Source: an optimization exercise on an open RTL-to-GDS flow (aim: small area and a short achievable clock period). Production flows keep margins and buffers that such runs may drop.
The RTL was checked by simulation tests, not by an equivalence proof against the original design.
No activity file was given, so power comes from the tool's default toggle rates.

### design/flow/config.mk
export PLATFORM = sky130hd
export DESIGN_NAME = fft_frame_buffer
export DESIGN_NICKNAME = fft_frame_buffer
export VERILOG_FILES = /design/flow/design.v
export SDC_FILE = /design/flow/constraint.sdc
export NUM_CORES = 4
export LEC_CHECK = 0
export CAP_MARGIN = 20
export CORE_MARGIN = 2
export CORE_UTILIZATION = 55
export CTS_CLUSTER_DIAMETER = 80
export CTS_CLUSTER_SIZE = 30
export PLACE_DENSITY = 0.78
export SETUP_SLACK_MARGIN = 2.6
export SLEW_MARGIN = 20
### design/flow/constraint.sdc
create_clock -name core_clock -period 4.5 [get_ports {clk}]
set_input_delay 0.9000 -clock core_clock [delete_from_list [all_inputs] [get_ports {clk}]]
set_output_delay 0.9000 -clock core_clock [all_outputs]
set_load 0.01 [all_outputs]
### design/flow/design.v
module fft_frame_buffer #(
  parameter int unsigned DATA_W = 16,
  parameter int unsigned N_LOG2 = 6
) (
  input  logic              clk,
  input  logic              rst,
  input  logic [DATA_W-1:0] sample_in,
  input  logic              sample_valid,
  input  logic              frame_ready,
  output logic [DATA_W-1:0] dataOut,
  output logic              FFT_en,
  output logic              frame_start,
  output logic              overflow
);
  localparam int unsigned N = 1 << N_LOG2;
  localparam int unsigned R = 8;    
  logic                state_q;
  logic [1:0]          full_q, full_d;
  logic                wr_bank_q, rd_bank_q;
  logic [N_LOG2-1:0]   wr_idx_q, rd_idx_q;
  logic                start_c, issue_c, last_c;
  logic                bank_free_c, accept_c, drop_c, wr_last_c;
  logic [DATA_W-1:0]   ring_q [2][R][R];    
  logic [DATA_W-1:0]   stg_q [R];           
  logic [2:0]          t_q;                 
  logic [2:0]          un_q, un1_q;
  logic                eq0_c, eq1_c;
  logic [DATA_W-1:0]   sin_q;               
  logic                we_q;
  logic [2:0]          wq_q;                
  logic [2*R-1:0]      ins_q;               
  logic                podd_c;              
  logic [R/2-1:0]      tp_q;                
  logic [2*R-1:0]      sel_q;               
  logic [DATA_W-1:0]   tap_c, dly1_q, dly2_q;
  function automatic logic [2:0] rev3(input logic [2:0] a);
    rev3 = {a[0], a[1], a[2]};
  endfunction
  always_comb begin
    issue_c     = state_q;
    last_c      = state_q && (rd_idx_q == N_LOG2'(N - 1));
    start_c     = !state_q && full_q[rd_bank_q] && frame_ready;
    bank_free_c = !full_q[wr_bank_q] || (last_c && (rd_bank_q == wr_bank_q));
    accept_c    = sample_valid && bank_free_c;
    drop_c      = sample_valid && !bank_free_c;
    wr_last_c   = accept_c && (wr_idx_q == N_LOG2'(N - 1));
  end
  always_comb begin
    full_d = full_q;
    for (int b = 0; b < 2; b++) begin
      if (last_c && (rd_bank_q == 1'(b))) begin
        full_d[b] = 1'b0;
      end
      if (wr_last_c && (wr_bank_q == 1'(b))) begin
        full_d[b] = 1'b1;
      end
    end
  end
  always_ff @(posedge clk) begin
    if (rst) begin
      state_q   <= 1'b0;
      full_q    <= '0;
      wr_bank_q <= 1'b0;
      wr_idx_q  <= '0;
      rd_bank_q <= 1'b0;
      rd_idx_q  <= '0;
      overflow  <= 1'b0;
    end else begin
      full_q <= full_d;
      if (start_c) begin
        state_q <= 1'b1;
      end else if (last_c) begin
        state_q <= 1'b0;
      end
      if (accept_c) begin
        wr_idx_q <= wr_idx_q + N_LOG2'(1);
        if (wr_last_c) begin
          wr_bank_q <= ~wr_bank_q;
        end
      end
      if (drop_c) begin
        overflow <= 1'b1;
      end
      if (start_c) begin
        rd_idx_q <= '0;
      end else if (issue_c) begin
        rd_idx_q <= rd_idx_q + N_LOG2'(1);
      end
      if (last_c) begin
        rd_bank_q <= ~rd_bank_q;
      end
    end
  end
  always_ff @(posedge clk) begin
    sin_q <= sample_in;
    we_q  <= accept_c && !rst;
    wq_q  <= wr_idx_q[2:0];
    for (int r = 0; r < R; r++) begin
      if (we_q && (wq_q == 3'(r))) begin
        stg_q[r] <= sin_q;
      end
    end
  end
  always_ff @(posedge clk) begin
    t_q   <= rst ? 3'd0 : t_q + 3'd1;
    un_q  <= rev3(t_q + 3'd3);
    un1_q <= rev3(t_q + 3'd3) + 3'd1;
  end
  always_comb begin
    eq0_c = (wr_idx_q[5:3] == un_q);
    eq1_c = (wr_idx_q[5:3] == un1_q);
  end
  always_ff @(posedge clk) begin
    for (int r = 0; r < R; r++) begin
      logic older, dbank;
      older = (3'(r) >= wr_idx_q[2:0]);
      dbank = wr_bank_q ^ (older && (wr_idx_q[5:3] == 3'd0));
      for (int b = 0; b < 2; b++) begin
        ins_q[b*R + r] <= (dbank == 1'(b)) && (older ? eq1_c : eq0_c);
      end
    end
  end
  always_ff @(posedge clk) begin
    for (int b = 0; b < 2; b++) begin
      for (int r = 0; r < R; r++) begin
        for (int p = 1; p < R; p++) begin
          ring_q[b][r][p] <= ring_q[b][r][p-1];
        end
        ring_q[b][r][0] <= ins_q[b*R + r] ? stg_q[r] : ring_q[b][r][R-1];
      end
    end
  end
  assign podd_c = t_q[0] ^ rd_idx_q[0];
  always_ff @(posedge clk) begin
    logic       cont;
    logic [2:0] p, q;
    logic [N_LOG2:0] w;
    logic       tb;
    logic [2:0] tr, pn;
    cont = state_q && !last_c;
    p    = t_q - rd_idx_q[2:0];
    q    = p - 3'd1;
    w    = {1'b0, rd_idx_q} + (podd_c ? 7'd2 : 7'd3);
    if (cont && !w[N_LOG2]) begin
      tb = rd_bank_q;
      tr = rev3(w[5:3]);
      pn = q;
    end else if (cont) begin
      tb = !rd_bank_q;
      tr = 3'd0;
      pn = t_q + 3'd1;
    end else begin
      tb = rd_bank_q ^ last_c;
      tr = 3'd0;
      pn = start_c ? t_q : t_q + 3'd1;
    end
    for (int i = 0; i < R / 2; i++) begin
      tp_q[i] <= (pn[2:1] == 2'(i));
    end
    for (int b = 0; b < 2; b++) begin
      for (int r = 0; r < R; r++) begin
        sel_q[b*R + r] <= (tb == 1'(b)) && (tr == 3'(r));
      end
    end
  end
  always_comb begin
    tap_c = '0;
    for (int p = 0; p < R / 2; p++) begin
      logic [DATA_W-1:0] x;
      x = '0;
      for (int b = 0; b < 2; b++) begin
        for (int r = 0; r < R; r++) begin
          x = x | (ring_q[b][r][2*p] & {DATA_W{sel_q[b*R + r]}});
        end
      end
      tap_c = tap_c | (x & {DATA_W{tp_q[p]}});
    end
  end
  always_ff @(posedge clk) begin
    dly1_q  <= tap_c;
    dly2_q  <= dly1_q;
    dataOut <= podd_c ? dly1_q : dly2_q;
    if (rst) begin
      FFT_en      <= 1'b0;
      frame_start <= 1'b0;
    end else begin
      FFT_en      <= issue_c;
      frame_start <= issue_c && (rd_idx_q == '0);
    end
  end
endmodule
### design/flow/run.sh
#!/bin/bash
# synth_recipe.tcl (not shown) runs the flow's synth.tcl, then flattens the netlist and writes it again
# the make line also repeats each setting of config.mk as NAME=value (left out here)
make -C /OpenROAD-flow-scripts/flow DESIGN_CONFIG=/design/flow/config.mk WORK_HOME=/design/flow/orfs CLKGATE_MAP_FILE= SYNTH_SCRIPT=/design/flow/synth_recipe.tcl finish
==> results of run 1 <==
## path summary, 6_finish.rpt
kind                                     from            end
worst max-delay path              dataOut[14]    dataOut[14]
worst min-delay path            ring_q[25][8]  ring_q[26][8]
worst min register to register  ring_q[25][8]  ring_q[26][8]
worst max register to register       sel_q[3]      dly1_q[4]
## logic make-up after synthesis
family	synth area share, %
AO/OA/AOI/OAI	8.33
buffers and inverters	1.24
adder cells (fa/ha/maj)	0.230
flip-flops	82.2
AND/OR/NAND/NOR	2.02
XOR/XNOR	0.333
multiplexers	5.64
## routing by layer
layer / routed length [um] / vias up
li1: - / 13100
met1: 59900 / 15100
met2: 66700 / 1647
met3: 13700 / 380
met4: 7530 / 2
met5: 10 / -
## state kept, by name (all words and copies together), names as in the netlist, 4 cells and up
| register | cells |
|---|---|
| dataOut | 16 |
| dly1_q | 16 |
| dly2_q | 16 |
| ins_q | 16 |
| rd_idx_q | 6 |
| ring_q | 2048 |
| sel_q | 16 |
| sin_q | 16 |
| stg_q | 128 |
| tp_q | 4 |
| wr_idx_q | 6 |
## final cells by class
| cell class | instances | area, um^2 |
|---|---|---|
| clock buffer | 145 | 2480 |
| inverter | 15 | 58.8 |
| clock inverter | 7 | 105 |
| fill | 7321 | 40200 |
| sequential | 2309 | 47600 |
| tap | 1380 | 1730 |
| multi-input combinational | 1149 | 9860 |
| timing repair buffer | 148 | 1860 |
| antenna | 2 | 5.00 |
## synth_stat cells (2+ instances only)
master     instances  area share (%)
o211ai_1           2           0.026
mux2i_1           12            0.21
o2111ai_1          3           0.045
a21oi_1           11           0.095
nand2b_1           6           0.065
nand4_1           52            0.56
buf_1             60            0.39
nor2b_1            3           0.032
xor2_1            10            0.15
a221oi_1         176             2.7
or2_2              2           0.022
dfxtp_1         2181              76
clkbuf_1          81            0.53
o21ai_0           44            0.38
a22o_1           176             2.7
inv_1             14           0.091
nand3_1           70            0.61
buf_4              2           0.026
nor3_1            13            0.11
ha_1               9            0.19
nand2_1           18            0.12
a22oi_1          176             2.3
nor2_1            57            0.37
edfxtp_1         128             6.7
xnor2_1           12            0.18
mux2_2           278             5.4
buf_2             23            0.20
## power by group through the flow
stage | Clock, mW | Sequential (mW) | Combinational (mW)
floorplan | 0 | 26.2 | 0.764
detailed placement | 0 | 27.3 | 0.880
finish | 9.87 | 27.0 | 0.917
global route | 10.6 | 27.3 | 0.980
global placement | 0 | 27.1 | 0.848
CTS | 9.86 | 26.9 | 0.904
## timing repair
| item | in CTS | in global routing |
|---|---|---|
| setup buffers | 52 | 34 |
| resized for setup | 155 | 55 |
| gates cloned | 0 | 0 |
| pin swaps | 10 | 9 |
| hold buffers | 0 | 0 |
| setup endpoints to repair | 128 | 76 |
## per-stage QoR
stage	utilization (%)	std cells	setup WS, ps
after CTS	60.8	5119	2380
after global placement	57.3	4915	2030
after detailed placement	57.3	4915	1990
after global routing	61.3	5155	2380
after floorplan	-	3639	2680
final	61.3	5155	2410
==> results.py, run 1 <==
metrics = {
    "placed_design": {
        "place.gp.congestion": 0.836,
        "hpwl_um": 77300,
        "io_buffers": 38,
        "place_area_um2": 59600,
    },
    "clock_network": {
        "clkLatencyLatePin_ps": 690,
        "cts_made_buffers": 88,
        "cts_tree": "yes",
        "clockBufferDepth": 3,
        "cts_root_buffer": "clkbuf_16",
        "htreeDepth": 3,
        "clkTransAtPathRegs_ps": 110,
        "cts_sinks": 2309,
    },
    "setup_path": {
        "crit_fanout": 1,
        "r2r_setup_slack_ps": 2620,
        "crit_arrival_ps": 1190,
        "worstSetupStartpointType": "flip-flop",
        "ff2ff_path_depth": 7,
        "path_buf_inv": 1,
        "slowest_stage": "dfxtp_4",
        "path_depth": 1,
        "max_stage_delay_ps": 380,
        "cp_cell_sequence": "buf_6",
        "cp.required_ps": 3600,
        "end_kind": "output port",
        "crit_type": "flip-flop to output port",
        "crit_family": "flip-flops",
    },
    "logic_synthesis": {
        "ys_seq_elements": 2309,
        "yosys_warnings": 3,
        "syn_area_per_cell_um2": 15.9,
        "synthArstFlopShare_pct": 0,
        "synth_edf_count": 128,
        "synth_fp_nets": 3669,
        "syn-cell-area_um2": 57800,
        "synth.distinct_cells": 47,
        "yosysSeqAreaShare_pct": 82.2,
        "synth_cells": 3639,
        "ys.flop_type": "dfxtp_1",
    },
    "timing": {
        "whs_ps": 322,
        "fin_skew_ps": 36.6,
        "tightest_slew_ps": 1240,
        "timing.final.hold_violations": 0,
        "fin_crit_sh_pct": 46.3,
        "clock.fmax_mhz": 479,
        "maxSlewViolCount": 0,
        "rsz0062_at_grt": "true",
        "tns_ps": 0,
        "fin_crit_ps": 2090,
        "relSlewSlack_pct": 17.3,
        "finalSetupViolCount": 0,
    },
    "power_and_ir_drop": {
        "leakagePower_nw": 24.6,
        "comb_power_share_pct": 2.4,
        "p_total_mw": 37.8,
        "power_switching_mw": 8.56,
        "power_frac_seq_pct": 71.5,
        "clkPwrFrac_pct": 26.1,
        "vdd_drop_max_mv": 0.396,
        "swShare_pct": 22.6,
        "p_per_area_nw_per_um2": 593,
        "p_int_mw": 29.3,
    },
    "global_routing": {
        "use_met2_pct": 41.9,
        "gr-max-usage-layer": "met2",
        "grt_first_pass_wirelength_um": 204000,
        "grtUsageMet1_pct": 35.9,
        "grt_max_degree": 41,
        "grtUsageMet3_pct": 5.13,
        "overflow": 0,
        "grt_pass1_vias": 29600,
        "grt_usage_pct": 26.6,
        "antenna_found_initial": 3,
    },
    "final_layout": {
        "final_area_um2": 63700,
        "layout_commonest_cell": "dfxtp_1",
        "layout_common_cells": "dfxtp_1 (2118), mux2_2 (278), a22o_1 (176)",
        "drive_gt1_share_pct": 16.4,
        "area_growth_syn_to_layout_pct": 10.3,
        "nets": 3741,
    },
    "die": {
        "die_h_um": 328,
        "start_util_pct": 55.6,
        "fp.dieW_um": 328,
        "design.core.area_um2": 104000,
        "std_cell_rows": 118,
        "io-pin-count": 39,
        "die-area_um2": 108000,
    },
    "detailed_routing": {
        "routed_via_density": 5.85,
        "drtIter0Drc": 3763,
        "drt_pre_antenna_iters": 8,
        "drt-total-wl_um": 148000,
        "drc_errors": 0,
        "antenna_left": 0,
        "vias": 30100,
        "routedWlPerCell_um": 28.7,
    },
    "run_status": {
        "status": "finished clean",
    },
    "worst_hold_path": {
        "hold_class": "flip-flop to flip-flop",
        "hold_depth": 0,
    },
    "run": {
        "drv_cap": 0,
    },
}
==> run 2: changes to the inputs <==
--- a/design/flow/config.mk
+++ b/design/flow/config.mk
@@ -10,6 +10,6 @@
 export CORE_UTILIZATION = 55
 export CTS_CLUSTER_DIAMETER = 80
 export CTS_CLUSTER_SIZE = 30
-export PLACE_DENSITY = 0.78
+export PLACE_DENSITY = 0.7
 export SETUP_SLACK_MARGIN = 2.6
 export SLEW_MARGIN = 20
==> results.py, run 2 <==
metrics = {
    "setup_path": {
        "r2r-start": "wq_q[0]",
        "crit_fanout": 1,
        "critPathLaunch": "dataOut[14]",
        "max_stage_delay_ps": 380,
        "cp.required_ps": 3600,
        "cp_cell_sequence": "buf_6",
        "crit_arrival_ps": 1200,
        "path_buf_inv": 1,
        "crit_family": "flip-flops",
        "end_kind": "output port",
        "slowest_stage": "dfxtp_4",
        "worstSetupStartpointType": "flip-flop",
        "crit_type": "flip-flop to output port",
    },
    "global_routing": {
        "grt_pass1_vias": 28700,
        "grt_first_pass_wirelength_um": 205000,
        "grt_usage_pct": 27.1,
        "grt_max_degree": 37,
        "antenna_found_initial": 4,
        "overflow": 0,
    },
    "worst_hold_path": {
        "min-delay-start": "ring_q[9][1]",
        "hold_class": "flip-flop to flip-flop",
    },
    "placed_design": {
        "hpwl_um": 77400,
        "place.gp.congestion": 0.835,
        "place_inst": 4918,
        "io_buffers": 38,
    },
    "clock_network": {
        "htreeDepth": 3,
        "clkLatencyLatePin_ps": 710,
        "cts_root_buffer": "clkbuf_16",
        "clkTransAtPathRegs_ps": 110,
        "clockBufferDepth": 3,
        "holdBufCountCts": 0,
        "cts_sinks": 2309,
        "cts_tree": "yes",
        "cts_made_buffers": 87,
    },
    "timing": {
        "fin_skew_ps": 28.3,
        "clock.fmax_mhz": 477,
        "timing.final.hold_violations": 0,
        "tns_ps": 0,
        "tightest_slew_ps": 1200,
        "fin_crit_ps": 2100,
        "relSlewSlack_pct": 20.1,
        "maxSlewViolCount": 0,
        "fin_crit_sh_pct": 46.6,
        "rsz0062_at_grt": "true",
        "finalSetupViolCount": 0,
    },
    "logic_synthesis": {
        "ys_top_cells_by_area": "dfxtp_1 (76%), edfxtp_1 (6.7%), mux2_2 (5.4%)",
        "yosysMostFrequentCell": "dfxtp_1",
        "yosysSeqAreaShare_pct": 82.2,
        "synth_area_leader_cell": "dfxtp_1",
        "yosysTopAreaCellShare_pct": 75.6,
        "synthTopCellsByCount": "dfxtp_1 (2181), mux2_2 (278), a221oi_1 (176), a22o_1 (176), a22oi_1 (176)",
        "yosys_warnings": 3,
        "synthArstFlopShare_pct": 0,
        "syn-cell-area_um2": 57800,
        "synth_edf_count": 128,
        "ys_seq_elements": 2309,
        "synth.distinct_cells": 47,
        "syn_area_per_cell_um2": 15.9,
        "synth_fp_nets": 3669,
        "ys.flop_type": "dfxtp_1",
        "synth_cells": 3639,
    },
    "detailed_routing": {
        "routed_via_density": 5.74,
        "highest_layer": "met4",
        "antenna_left": 0,
        "wl_met1_um": 63900,
        "vias": 29500,
        "drt_pre_antenna_iters": 5,
        "wl_met3_um": 12400,
        "drtIter0Drc": 3548,
        "routedWlPerCell_um": 29.0,
        "met2WireLength_um": 68300,
        "drc_errors": 0,
        "drt-total-wl_um": 149000,
    },
    "die": {
        "std_cell_rows": 118,
        "die_h_um": 328,
        "io-pin-count": 39,
        "start_util_pct": 55.6,
        "die-area_um2": 108000,
        "fp.dieW_um": 328,
        "design.core.area_um2": 104000,
    },
    "final_layout": {
        "fillers": 7701,
        "largest_register_ffs": 2048,
        "layout_commonest_cell": "dfxtp_1",
        "top_register": "ring_q",
        "area_growth_syn_to_layout_pct": 9.66,
        "num_antenna_cells": 0,
        "layout_common_cells": "dfxtp_1 (2122), mux2_2 (278), a22o_1 (176), a22oi_1 (176), a221oi_1 (165)",
        "nets": 3736,
        "drive_gt1_share_pct": 15.8,
        "reg_top3": "ring_q: 2048 flops, stg_q: 128 flops",
        "stdcell_count": 5146,
    },
    "power_and_ir_drop": {
        "leakagePower_nw": 24.5,
        "vdd_drop_max_mv": 0.347,
        "p_per_area_nw_per_um2": 594,
    },
    "run_status": {
        "status": "finished clean",
    },
    "run": {
        "drv_cap": 0,
    },
}
run 2: cell counts after synthesis:
No cell type changed its count.
run 2: final cells by class:
cell class / count / area [um^2] / share of cell area, %
inverters: 15 / 56.3 / 0.0888
multi-input cells: 1149 / 9790 / 15.4
repair buffers: 144 / 1650 / 2.60
flip-flops and latches: 2309 / 47600 / 75.2
clock buffers: 142 / 2450 / 3.86
well taps: 1380 / 1730 / 2.72
clock inverters: 7 / 68.8 / 0.109
run 2: logic make-up after synthesis:
family,Yosys count,share of synthesized area (%)
simple gates,229,2.02
mux,291,5.64
xor+xnor,22,0.333
compound gates,597,8.33
buf+inv,181,1.24
fa+ha+maj,10,0.230
flops,2309,82.2
run 2: final timing paths:
check	endpoint	slack, ps	cells after the start
setup / recovery	dataOut[14]	2400	1
hold / removal	ring_q[10][1]	320	0
setup reg to reg	stg_q[1][8]	2610	3
hold reg to reg	ring_q[10][1]	320	0
run 2: where the power goes:
| part | leakage (nW) | switching, mW | total [mW] | internal (mW) |
|---|---|---|---|---|
| logic | 4.19 | 0.275 | 0.876 | 0.600 |
| clock network | 1.20 | 5.92 | 9.74 | 3.82 |
| registers | 19.1 | 2.24 | 27.0 | 24.8 |
run 2: through the flow:
step	worst slack (ps)	power (mW)	hold WS [ps]	utilization (%)	area [um^2]
after detailed placement	2070	28.2	312	57.3	59600
after global placement	2070	28.0	310	57.3	59600
final	2400	37.6	319	61.0	63400
after CTS	2360	37.6	320	60.6	62900
after global routing	2380	38.8	325	61.0	63400
after floorplan	2680	26.9	310	-	57800
run 2: what timing repair did:
action,CTS,global route
resized for setup,122,39
endpoints found under the setup margin,106,72
pin swaps,5,6
buffers inserted,48,31
run 2: worst reg2reg max path, stage by stage, from the launching register on:
cell and delay [ps]:
dfxtp_1 530, nand2b_1 260, nor2_4 390, buf_6 350
run 2: per-layer routing:
layer,GRT usage [%],vias up
li1,-,13000
met1,38.6,14900
met2,42.3,1350
met3,4.25,256
met4,9.36,0
met5,0,-
==> run 3: changes to the inputs <==
--- a/design/flow/config.mk
+++ b/design/flow/config.mk
@@ -10,6 +10,6 @@
 export CORE_UTILIZATION = 55
 export CTS_CLUSTER_DIAMETER = 80
 export CTS_CLUSTER_SIZE = 30
-export PLACE_DENSITY = 0.7
+export PLACE_DENSITY = 0.8
 export SETUP_SLACK_MARGIN = 2.6
 export SLEW_MARGIN = 20
==> results.py, run 3 <==
metrics = {
    "run_status": {
        "status": "finished clean",
    },
    "setup_path": {
        "crit_arrival_ps": 1130,
        "end_kind": "output port",
        "cp.required_ps": 3600,
        "path_buf_inv": 1,
        "crit_fanout": 1,
        "worstSetupStartpointType": "flip-flop",
        "crit_type": "flip-flop to output port",
        "cp_cell_sequence": "buf_6",
        "crit_family": "flip-flops",
        "max_stage_delay_ps": 350,
        "slowest_stage": "dfxtp_2",
    },
    "global_routing": {
        "grt_first_pass_wirelength_um": 206000,
        "antenna_found_initial": 5,
        "grt_max_degree": 37,
        "grt_usage_pct": 26.7,
        "grt_pass1_vias": 30100,
        "overflow": 0,
    },
    "logic_synthesis": {
        "yosysTopAreaCellShare_pct": 75.6,
        "syn-cell-area_um2": 57800,
        "synth_area_leader_cell": "dfxtp_1",
        "ys_top_cells_by_area": "dfxtp_1 (76%), edfxtp_1 (6.7%), mux2_2 (5.4%)",
        "synthTopCellsByCount": "dfxtp_1 (2181), mux2_2 (278), a221oi_1 (176), a22o_1 (176), a22oi_1 (176)",
        "ys.flop_type": "dfxtp_1",
        "synthArstFlopShare_pct": 0,
        "yosysMostFrequentCell": "dfxtp_1",
        "synth_cells": 3639,
        "syn_area_per_cell_um2": 15.9,
        "synth.distinct_cells": 47,
        "ys_seq_elements": 2309,
        "yosys_warnings": 3,
        "synth_edf_count": 128,
        "yosysSeqAreaShare_pct": 82.2,
        "synth_fp_nets": 3669,
    },
    "placed_design": {
        "dp_slack_ps": 1990,
        "io_buffers": 38,
        "place_inst": 4910,
        "place.gp.congestion": 0.852,
        "hpwl_um": 76700,
    },
    "final_layout": {
        "area_growth_syn_to_layout_pct": 9.88,
        "nets": 3731,
        "top_register": "ring_q",
        "fin_util_pct": 61.1,
        "stdcell_count": 5148,
        "largest_register_ffs": 2048,
        "layout_common_cells": "dfxtp_1 (2120), mux2_2 (278), a22o_1 (176)",
        "layout_commonest_cell": "dfxtp_1",
        "reg_top3": "ring_q: 2048 flops, stg_q: 128 flops",
        "drive_gt1_share_pct": 16.1,
    },
    "clock_network": {
        "clkTransAtPathRegs_ps": 110,
        "cts_tree": "yes",
        "clkLatencyLatePin_ps": 680,
        "clockBufferDepth": 3,
        "cts_root_buffer": "clkbuf_16",
        "htreeDepth": 3,
        "cts_made_buffers": 87,
        "cts_sinks": 2309,
        "holdBufCountCts": 0,
    },
    "timing": {
        "relSlewSlack_pct": 16.1,
        "tns_ps": 0,
        "tightest_slew_ps": 1260,
        "fin_crit_sh_pct": 45.1,
        "rsz0062_at_grt": "true",
        "clock.fmax_mhz": 493,
        "layout_setup_ws_ps": 2470,
        "finalSetupViolCount": 0,
        "timing.final.hold_violations": 0,
        "fin_crit_ps": 2030,
        "maxSlewViolCount": 0,
        "fin_skew_ps": 27.2,
    },
    "worst_hold_path": {
        "hold_class": "flip-flop to flip-flop",
    },
    "power_and_ir_drop": {
        "p_per_area_nw_per_um2": 593,
        "leakagePower_nw": 24.5,
        "vdd_drop_max_mv": 0.439,
    },
    "die": {
        "io-pin-count": 39,
        "design.core.area_um2": 104000,
        "std_cell_rows": 118,
        "die-area_um2": 108000,
        "die_h_um": 328,
        "fp.dieW_um": 328,
        "start_util_pct": 55.6,
    },
    "detailed_routing": {
        "drt-total-wl_um": 149000,
        "routed_via_density": 5.89,
        "antenna_left": 0,
        "vias": 30300,
        "drtIter0Drc": 3834,
        "routedWlPerCell_um": 28.9,
        "drc_errors": 0,
        "drt_pre_antenna_iters": 6,
    },
    "run": {
        "drv_cap": 0,
    },
}
[run 3: path summary, 6_finish.rpt]
path,start,endpoint,slack (ps),cells after the start
setup / recovery,dataOut[8],dataOut[8],2470,1
setup reg to reg,sel_q[1],dly1_q[15],2480,6
hold reg to reg,ring_q[117][9],ring_q[118][9],320,0
hold / removal,ring_q[117][9],ring_q[118][9],320,0
[run 3: logic make-up after synthesis]
group	count (synthesis)	share of synthesized area, %
adders and majority gates	10	0.230
buffers and inverters	181	1.24
xor gates and xnor gates	22	0.333
AOI/OAI and AO/OA	597	8.33
and+or+nand+nor	229	2.02
muxes	291	5.64
DFF	2309	82.2
[run 3: layer usage]
metal,track usage [%],part of all wire (%),vias up
met5,0.0444,0.027,-
met4,12.7,5.2,2
met3,6.67,10,436
met2,41.2,44,1773
met1,35.5,40,15100
li1,-,-,13000
[run 3: cell type report]
cell class	instances	area (um^2)
Multi-Input combinational cell	1149	9830
Tap cell	1380	1730
Antenna cell	8	20.0
Fill cell	7332	40400
Clock inverter	7	67.6
Sequential cell	2309	47600
Clock buffer	141	2430
Timing Repair Buffer	139	1740
Inverter	15	56.3
[run 3: power breakdown]
part	internal [mW]	switching, mW	leakage [nW]
combinational	0.605	0.296	4.19
sequential	24.8	2.33	19.1
clock	3.80	5.87	1.20
[run 3: per-stage QoR]
stage / power, mW / area, um^2 / hold slack (ps)
floorplan: 26.9 / 57800 / 310
global placement: 28.0 / 59500 / 309
detailed placement: 28.2 / 59500 / 312
CTS: 37.5 / 63100 / 323
global route: 38.7 / 63500 / 328
finish: 37.7 / 63500 / 322
[run 3: timing repair]
item,in CTS,in global routing
setup endpoints to repair,153,65
resized for setup,141,49
cloned,0,1
buffers inserted,66,15
pin swaps,7,8
==> run 4: changes to the inputs <==
--- a/design/flow/config.mk
+++ b/design/flow/config.mk
@@ -11,5 +11,5 @@
 export CTS_CLUSTER_DIAMETER = 80
 export CTS_CLUSTER_SIZE = 30
 export PLACE_DENSITY = 0.8
-export SETUP_SLACK_MARGIN = 2.6
+export SETUP_SLACK_MARGIN = 2.65
 export SLEW_MARGIN = 20
==> results.py, run 4 <==
metrics = {
    "power_and_ir_drop": {
        "comb_power_share_pct": 2.4,
        "vdd_drop_max_mv": 0.438,
        "p_per_area_nw_per_um2": 590,
        "swShare_pct": 22.6,
        "power_frac_seq_pct": 72.0,
        "power_switching_mw": 8.51,
        "clkPwrFrac_pct": 25.6,
        "leakagePower_nw": 24.7,
        "p_int_mw": 29.2,
    },
    "final_layout": {
        "nets": 3745,
        "reg_top3": "ring_q: 2048 flops, stg_q: 128 flops",
        "layout_common_cells": "dfxtp_1 (2119), mux2_2 (278), a22o_1 (176)",
        "drive_gt1_share_pct": 17.1,
        "largest_register_ffs": 2048,
        "final_area_um2": 63900,
        "area_growth_syn_to_layout_pct": 10.5,
        "layout_commonest_cell": "dfxtp_1",
        "top_register": "ring_q",
    },
    "logic_synthesis": {
        "syn_area_per_cell_um2": 15.9,
        "syn-cell-area_um2": 57800,
        "yosysTopAreaCellShare_pct": 75.6,
        "synth_area_leader_cell": "dfxtp_1",
        "synthTopCellsByCount": "dfxtp_1 (2181), mux2_2 (278), a221oi_1 (176), a22o_1 (176), a22oi_1 (176)",
        "yosysMostFrequentCell": "dfxtp_1",
        "synth_fp_nets": 3669,
        "synth_cells": 3639,
        "synth_edf_count": 128,
        "ys.flop_type": "dfxtp_1",
        "ys_top_cells_by_area": "dfxtp_1 (76%), edfxtp_1 (6.7%), mux2_2 (5.4%)",
        "yosysSeqAreaShare_pct": 82.2,
        "synthArstFlopShare_pct": 0,
        "synth.distinct_cells": 47,
        "ys_seq_elements": 2309,
        "yosys_warnings": 3,
    },
    "global_routing": {
        "grt_usage_pct": 27.0,
        "grt_pass1_vias": 30100,
        "antenna_found_initial": 3,
        "overflow": 0,
        "grt_first_pass_wirelength_um": 207000,
        "grt_max_degree": 37,
    },
    "timing": {
        "finalSetupViolCount": 0,
        "relSlewSlack_pct": 16.8,
        "fin_crit_ps": 2030,
        "clock.fmax_mhz": 492,
        "maxSlewViolCount": 0,
        "rsz0062_at_grt": "true",
        "timing.final.hold_violations": 0,
        "whs_ps": 317,
        "tightest_slew_ps": 1250,
        "fin_skew_ps": 32.0,
        "tns_ps": 0,
        "fin_crit_sh_pct": 45.2,
    },
    "setup_path": {
        "crit_family": "flip-flops",
        "crit_fanout": 1,
        "path_buf_inv": 1,
        "crit_type": "flip-flop to output port",
        "worstSetupStartpointType": "flip-flop",
        "slowest_stage": "dfxtp_2",
        "end_kind": "output port",
        "cp_cell_sequence": "buf_6",
        "cp.required_ps": 3600,
        "max_stage_delay_ps": 360,
        "crit_arrival_ps": 1130,
    },
    "clock_network": {
        "clkLatencyLatePin_ps": 690,
        "cts_root_buffer": "clkbuf_16",
        "htreeDepth": 3,
        "holdBufCountCts": 0,
        "clkTransAtPathRegs_ps": 110,
        "cts_sinks": 2309,
        "clockBufferDepth": 3,
        "cts_tree": "yes",
        "cts_made_buffers": 87,
    },
    "detailed_routing": {
        "drt-total-wl_um": 150000,
        "vias": 30500,
        "drt_pre_antenna_iters": 6,
        "routed_via_density": 5.90,
        "routedWlPerCell_um": 29.1,
        "antenna_left": 0,
        "drtIter0Drc": 3618,
        "drc_errors": 0,
    },
    "die": {
        "io-pin-count": 39,
        "std_cell_rows": 118,
        "start_util_pct": 55.6,
        "die_h_um": 328,
        "design.core.area_um2": 104000,
        "die-area_um2": 108000,
        "fp.dieW_um": 328,
    },
    "placed_design": {
        "hpwl_um": 76700,
        "place_area_um2": 59500,
        "place.gp.congestion": 0.852,
        "io_buffers": 38,
    },
    "worst_hold_path": {
        "hold_class": "flip-flop to flip-flop",
    },
    "run_status": {
        "status": "finished clean",
    },
    "run": {
        "drv_cap": 0,
    },
}
==> run 4: cell counts after synthesis <==
No cell type changed its count.
==> run 4: cell type report <==
type	instances	area (um^2)
diodes	8	20.0
clock buffers	141	2430
clock inverters	7	67.6
fillers	7269	40100
inverters	15	56.3
multi-input cells	1149	10000
flip-flops and latches	2309	47600
well taps	1380	1730
repair buffers	153	1930
==> run 4: routing by layer <==
metal  share of wire, %  vias up  GRT usage, %
met5             0.0087        -         0.311
met4                5.8        2          13.4
met3                9.8      467          6.27
met2                 44     1798          41.8
met1                 40    15200          35.8
li1                   -    13000             -
==> run 4: path summary, 6_finish.rpt <==
check / start / endpoint / slack [ps] / cells after the start
max reg2reg: sel_q[15] / dly1_q[15] / 2480 / 6
max: dataOut[8] / dataOut[8] / 2470 / 1
min: ring_q[35][11] / ring_q[36][11] / 320 / 0
min reg2reg: ring_q[35][11] / ring_q[36][11] / 320 / 0
==> run 4: power groups by stage <==
stage	Clock, mW	Sequential, mW	Combinational [mW]
after CTS	9.66	27.0	0.892
after global routing	10.4	27.4	0.979
after floorplan	0	26.2	0.764
after global placement	0	27.2	0.842
after detailed placement	0	27.4	0.877
final	9.66	27.1	0.914
==> run 4: metrics by stage <==
stage | power, mW | utilization [%] | std cells | setup slack (ps)
finish | 37.7 | 61.4 | 5162 | 2470
global route | 38.7 | 61.4 | 5154 | 2420
CTS | 37.5 | 60.8 | 5128 | 2390
detailed placement | 28.2 | 57.3 | 4910 | 1990
global placement | 28.0 | 57.3 | 4910 | 2020
floorplan | 26.9 | - | 3639 | 2680
==> run 4: logic make-up (layout without fill, tap and decap cells) <==
| logic type | after synthesis | in the layout | share of synthesized area (%) |
|---|---|---|---|
| flip-flops | 2309 | 2309 | 82.2 |
| AO/OA/AOI/OAI | 597 | 597 | 8.33 |
| multiplexers | 291 | 291 | 5.64 |
| AND/OR/NAND/NOR | 229 | 229 | 2.02 |
| buffers and inverters | 181 | 316 | 1.24 |
| XOR/XNOR | 22 | 22 | 0.333 |
| adder cells (fa/ha/maj) | 10 | 10 | 0.230 |
| other | 0 | 8 | 0 |
==> run 4: timing repair <==
action,4_1_cts,5_1_grt
buffers inserted,70,25
gates cloned,0,1
gates resized for setup,147,83
pin swaps,8,10
hold endpoints to repair,0,0
setup endpoints to repair,165,66

==> separate check: timing with driven ports <==
The results above use ideal ports. As a check the final layouts listed here were re-extracted and re-timed, cells and wires unchanged. Step 1 assumes that a clkbuf_16 drives the clock port and a buf_2 every other input. Step 2 adds t to the input delays and takes it off the output delays; t is the mean of the earliest and latest rising clock arrival at the registers after step 1. Input paths then give back, and output paths get back, about the clock's delay inside the block. a / b / c = ideal / step 1 / step 2; a / b = the first two.
run	shift t [ns]	slack for setup (ns)	hold WS [ns]	worst data-port slew with drivers (ns)
run 1	0.741	2.414 / 2.348 / 2.024	0.322 / 0.322 / 0.322	0.04
run 2	0.767	2.404 / 2.331 / 2.031	0.319 / 0.319 / 0.319	0.04
run 3	0.732	2.470 / 2.407 / 2.177	0.322 / 0.322 / 0.322	0.06
run 4	0.737	2.466 / 2.402 / 2.174	0.317 / 0.317 / 0.317	0.06
After both steps setup and hold are still met in every run listed. For run 1, which loses most, drivers alone change the setup slack by -0.066 ns; drivers and shift together by -0.390 ns.
